What follows belongs to an exercise in optimizing a design on an open flow for small area, a short achievable clock period and few clock cycles per item; a production flow would make more cautious choices.
Only simulation tests tie the RTL to the original design; equivalence was not proved.
Power figures rest on the tool's default switching activity, not on a simulated workload.

==> flow/design.v <==
`default_nettype none
package sprw_pkg;
    typedef logic [8-1:0]             byte_t;
    typedef logic [16-1:0]             lane_t;
    typedef logic [32-1:0]             word_t;
    typedef logic [4*16-1:0] lanes_t;
    typedef enum logic [3:0] {
        LANE_PASS = 4'd0,
        LANE_ADD  = 4'd1,
        LANE_SUB  = 4'd2,
        LANE_MOVE = 4'd3,
        LANE_MAX  = 4'd4,
        LANE_MIN  = 4'd5,
        LANE_AND  = 4'd6,
        LANE_OR   = 4'd7,
        LANE_XOR  = 4'd8,
        LANE_NAND = 4'd9,
        LANE_NOR  = 4'd10,
        LANE_XNOR = 4'd11
    } lane_fn_t;
    typedef enum logic [2:0] {
        RED_NONE = 3'd0,
        RED_SUM  = 3'd1,
        RED_MAX  = 3'd2,
        RED_MIN  = 3'd3,
        RED_XOR  = 3'd4
    } red_fn_t;
endpackage
`default_nettype wire
`timescale 1ns/1ps
`default_nettype none
module sprw_top (
    input  logic        clk,
    input  logic        rstn,
    input  logic        in_valid,
    input  logic [31:0] ra,
    input  logic [31:0] rb,
    input  logic [4:0]  op1,
    input  logic [2:0]  op2,
    output logic        out_valid,
    output logic [31:0] result
);
    logic lg, f_add, f_sub, f_max, f_min, f_move, f_arith, sub_m, sign, sat, rsign;
    assign lg      = op1[4] & op1[3];
    assign f_add   = ~lg & (op1[2:0] == 3'b001);
    assign f_sub   = ~lg & (op1[2:0] == 3'b010);
    assign f_max   = ~lg & (op1[2:0] == 3'b101);
    assign f_min   = ~lg & (op1[2:0] == 3'b110);
    assign f_move  = ~lg & (op1[2:0] == 3'b011);
    assign f_arith = f_add | f_sub;
    assign sub_m   = f_sub | f_max | f_min;
    assign sign    = lg ? 1'b0 :
                     (f_arith | f_max | f_min) ? ~op1[4] :
                     (~op2[2] & (op2 != 3'b000));
    assign sat     = ~lg & op1[3];
    assign rsign   = ~op2[2];
    logic [9:0] l [4];
    always_comb begin
        for (int i = 0; i < 4; i++) begin
            logic [7:0] a, b, x, lb;
            logic [9:0] ea, eb, r, rc;
            a  = ra[8*i +: 8];
            b  = rb[8*i +: 8];
            ea = {{2{sign & a[7]}}, a};
            eb = {{2{sign & b[7]}}, b};
            r  = ea + (eb ^ {10{sub_m}}) + {9'd0, sub_m};
            rc = r;
            if (sat) begin
                if (sign) begin
                    if (~r[9] & (r[8] | r[7]))
                        rc = 10'h07f;
                    else if (r[9] & ~(r[8] & r[7]))
                        rc = 10'h380;
                end else begin
                    if (r[9])
                        rc = 10'h000;
                    else if (r[8])
                        rc = 10'h0ff;
                end
            end
            if (f_max)
                x = r[9] ? b : a;
            else if (f_min)
                x = r[9] ? a : b;
            else if (f_move)
                x = b;
            else
                x = a;
            case (op1[2:0])
                3'b111:  lb = a & b;
                3'b000:  lb = a | b;
                3'b001:  lb = a ^ b;
                3'b010:  lb = ~(a & b);
                3'b011:  lb = ~(a | b);
                3'b100:  lb = ~(a ^ b);
                default: lb = a;
            endcase
            if (lg)
                l[i] = {2'b00, lb};
            else if (f_arith)
                l[i] = rc;
            else
                l[i] = {{2{sign & x[7]}}, x};
        end
    end
    logic [11:0] ssum;
    logic [2:0]  ncnt;
    logic [31:0] sum_w;
    logic [7:0]  xr;
    logic [31:0] pk;
    assign ssum = {{2{l[0][9]}}, l[0]} + {{2{l[1][9]}}, l[1]}
                + {{2{l[2][9]}}, l[2]} + {{2{l[3][9]}}, l[3]};
    assign ncnt = 3'(l[0][9]) + 3'(l[1][9]) + 3'(l[2][9]) + 3'(l[3][9]);
    always_comb begin
        if (rsign) begin
            sum_w = {{20{ssum[11]}}, ssum};
            if (sat) begin
                if (~ssum[11] & (|ssum[10:7]))
                    sum_w = 32'd127;
                else if (ssum[11] & ~(&ssum[10:7]))
                    sum_w = 32'hffffff80;
            end
        end else begin
            sum_w = {13'd0, ncnt - 3'(ssum[11]), {4{ssum[11]}}, ssum};
            if (sat && (ncnt != 3'd0 || ssum[10:8] != 3'd0))
                sum_w = 32'd255;
        end
    end
    assign xr = l[0][7:0] ^ l[1][7:0] ^ l[2][7:0] ^ l[3][7:0];
    assign pk = {l[3][7:0], l[2][7:0], l[1][7:0], l[0][7:0]};
    logic [9:0] k [4];
    logic       mn, s01, s23, sf;
    logic [9:0] w01, w23, wf;
    always_comb begin
        for (int i = 0; i < 4; i++)
            k[i] = {l[i][9] ^ rsign, l[i][8:0]};
    end
    assign mn  = op2[0];
    assign s01 = (k[1] > k[0]) ^ mn;
    assign s23 = (k[3] > k[2]) ^ mn;
    assign w01 = s01 ? l[1] : l[0];
    assign w23 = s23 ? l[3] : l[2];
    assign sf  = (({w23[9] ^ rsign, w23[8:0]}) > ({w01[9] ^ rsign, w01[8:0]})) ^ mn;
    assign wf  = sf ? w23 : w01;
    logic [31:0] red;
    always_comb begin
        case (op2)
            3'b001, 3'b101: red = sum_w;
            3'b010, 3'b110,
            3'b011, 3'b111: red = {{16{rsign & wf[9]}}, {6{wf[9]}}, wf};
            3'b100:         red = {24'd0, xr};
            default:        red = pk;
        endcase
    end
    always_ff @(posedge clk) begin
        out_valid <= rstn & in_valid;
        result    <= red;
    end
endmodule
`default_nettype wire
clock: 6.5 ns
lec_check: 0
cap_margin: 20
core_margin: 2
core_utilization: 40
slew_margin: 20
run.sh (not shown) runs the stock make flow with config.mk's settings and CLKGATE_MAP_FILE= SYNTH_SCRIPT=/design/flow/synth_recipe.tcl, a recipe that flattens the netlist after the stock synthesis.
The starting point finished but fails on negative setup slack.
Testbench counts at the start, summed over its fixed seeds: cycles 16,000, items 16,000.
==> next run, changes <==
--- a/flow/design.v
+++ b/flow/design.v
@@ -102,59 +102,72 @@
             else
                 l[i] = {{2{sign & x[7]}}, x};
         end
     end
+    logic [9:0] q [4];
+    logic       q_valid, q_sat;
+    logic [2:0] q_op2;
+    always_ff @(posedge clk) begin
+        q_valid <= rstn & in_valid;
+        q_sat   <= sat;
+        q_op2   <= op2;
+        for (int i = 0; i < 4; i++)
+            q[i] <= l[i];
+    end
+    logic r_sign, r_sat;
+    assign r_sign = ~q_op2[2];
+    assign r_sat  = q_sat;
     logic [11:0] ssum;
     logic [2:0]  ncnt;
     logic [31:0] sum_w;
     logic [7:0]  xr;
     logic [31:0] pk;
-    assign ssum = {{2{l[0][9]}}, l[0]} + {{2{l[1][9]}}, l[1]}
-                + {{2{l[2][9]}}, l[2]} + {{2{l[3][9]}}, l[3]};
-    assign ncnt = 3'(l[0][9]) + 3'(l[1][9]) + 3'(l[2][9]) + 3'(l[3][9]);
+    assign ssum = {{2{q[0][9]}}, q[0]} + {{2{q[1][9]}}, q[1]}
+                + {{2{q[2][9]}}, q[2]} + {{2{q[3][9]}}, q[3]};
+    assign ncnt = 3'(q[0][9]) + 3'(q[1][9]) + 3'(q[2][9]) + 3'(q[3][9]);
     always_comb begin
-        if (rsign) begin
+        if (r_sign) begin
             sum_w = {{20{ssum[11]}}, ssum};
-            if (sat) begin
+            if (r_sat) begin
                 if (~ssum[11] & (|ssum[10:7]))
                     sum_w = 32'd127;
                 else if (ssum[11] & ~(&ssum[10:7]))
                     sum_w = 32'hffffff80;
             end
         end else begin
             sum_w = {13'd0, ncnt - 3'(ssum[11]), {4{ssum[11]}}, ssum};
-            if (sat && (ncnt != 3'd0 || ssum[10:8] != 3'd0))
+            if (r_sat && (ncnt != 3'd0 || ssum[10:8] != 3'd0))
                 sum_w = 32'd255;
         end
     end
-    assign xr = l[0][7:0] ^ l[1][7:0] ^ l[2][7:0] ^ l[3][7:0];
-    assign pk = {l[3][7:0], l[2][7:0], l[1][7:0], l[0][7:0]};
+    assign xr = q[0][7:0] ^ q[1][7:0] ^ q[2][7:0] ^ q[3][7:0];
+    assign pk = {q[3][7:0], q[2][7:0], q[1][7:0], q[0][7:0]};
     logic [9:0] k [4];
     logic       mn, s01, s23, sf;
     logic [9:0] w01, w23, wf;
     always_comb begin
         for (int i = 0; i < 4; i++)
-            k[i] = {l[i][9] ^ rsign, l[i][8:0]};
+            k[i] = {q[i][9] ^ r_sign, q[i][8:0]};
     end
-    assign mn  = op2[0];
+    assign mn  = q_op2[0];
     assign s01 = (k[1] > k[0]) ^ mn;
     assign s23 = (k[3] > k[2]) ^ mn;
-    assign w01 = s01 ? l[1] : l[0];
-    assign w23 = s23 ? l[3] : l[2];
-    assign sf  = (({w23[9] ^ rsign, w23[8:0]}) > ({w01[9] ^ rsign, w01[8:0]})) ^ mn;
+    assign w01 = s01 ? q[1] : q[0];
+    assign w23 = s23 ? q[3] : q[2];
+    assign sf  = (({w23[9] ^ r_sign, w23[8:0]}) > ({w01[9] ^ r_sign, w01[8:0]})) ^ mn;
     assign wf  = sf ? w23 : w01;
     logic [31:0] red;
     always_comb begin
-        case (op2)
+        case (q_op2)
             3'b001, 3'b101: red = sum_w;
             3'b010, 3'b110,
-            3'b011, 3'b111: red = {{16{rsign & wf[9]}}, {6{wf[9]}}, wf};
+            3'b011, 3'b111: red = {{16{r_sign & wf[9]}}, {6{wf[9]}}, wf};
             3'b100:         red = {24'd0, xr};
             default:        red = pk;
         endcase
     end
     always_ff @(posedge clk) begin
-        out_valid <= rstn & in_valid;
+        out_valid <= rstn & q_valid;
         result    <= red;
     end
 endmodule
 `default_nettype wire
After rerunning: Now the flow finished clean; sequential power grows by 140%; combinational power is lower by 53%; global-route usage goes down by 9.7 points; area after synthesis came out lower by 2.9%; total power came out lower by 41%; cell area decreases by 36%; clock power went up by 64%; sequential cell count increases by 45; worst setup slack improved by 3300 ps; sequential share of layout area rises by 8.5 points; clock-buffer cell count goes up by 4; utilization falls by 24 points; wire length decreases by 33%.
Testbench counts after the change, summed over its fixed seeds: cycles 16,008, items 16,000.

==> afterwards: timing with drivers on the ports <==
The results above use ideal ports. As a check the final layouts listed here were re-extracted and re-timed, cells and wires unchanged.
Step 1: set_driving_cell puts a clkbuf_16 on clk and a buf_2 on each other input, an assumption about the parent block.
Step 2 also shifts input and output timing later by t, the mid clock arrival at the registers, as if the neighbouring blocks saw the same clock.
Three values: ideal, step 1, step 2; two values: the first two.
| run | t (ns) | setup slack, ns | worst hold slack (ns) | latest minus earliest clock arrival (ns) | worst register clock-pin slew, ns |
|---|---|---|---|---|---|
| the first run | 0.318 | -2.345 / -2.337 / -2.655 | 1.588 / 1.572 / 1.889 | 0.004 / 0.003 | 0.06 / 0.06 |
| the second run | 0.399 | 1.003 / 1.003 / 0.698 | 0.442 / 0.442 / 0.442 | 0.011 / 0.011 | 0.07 / 0.07 |
The setup slack of the first run, which loses most, moves by +0.008 ns with the drivers and by -0.310 ns with both steps.
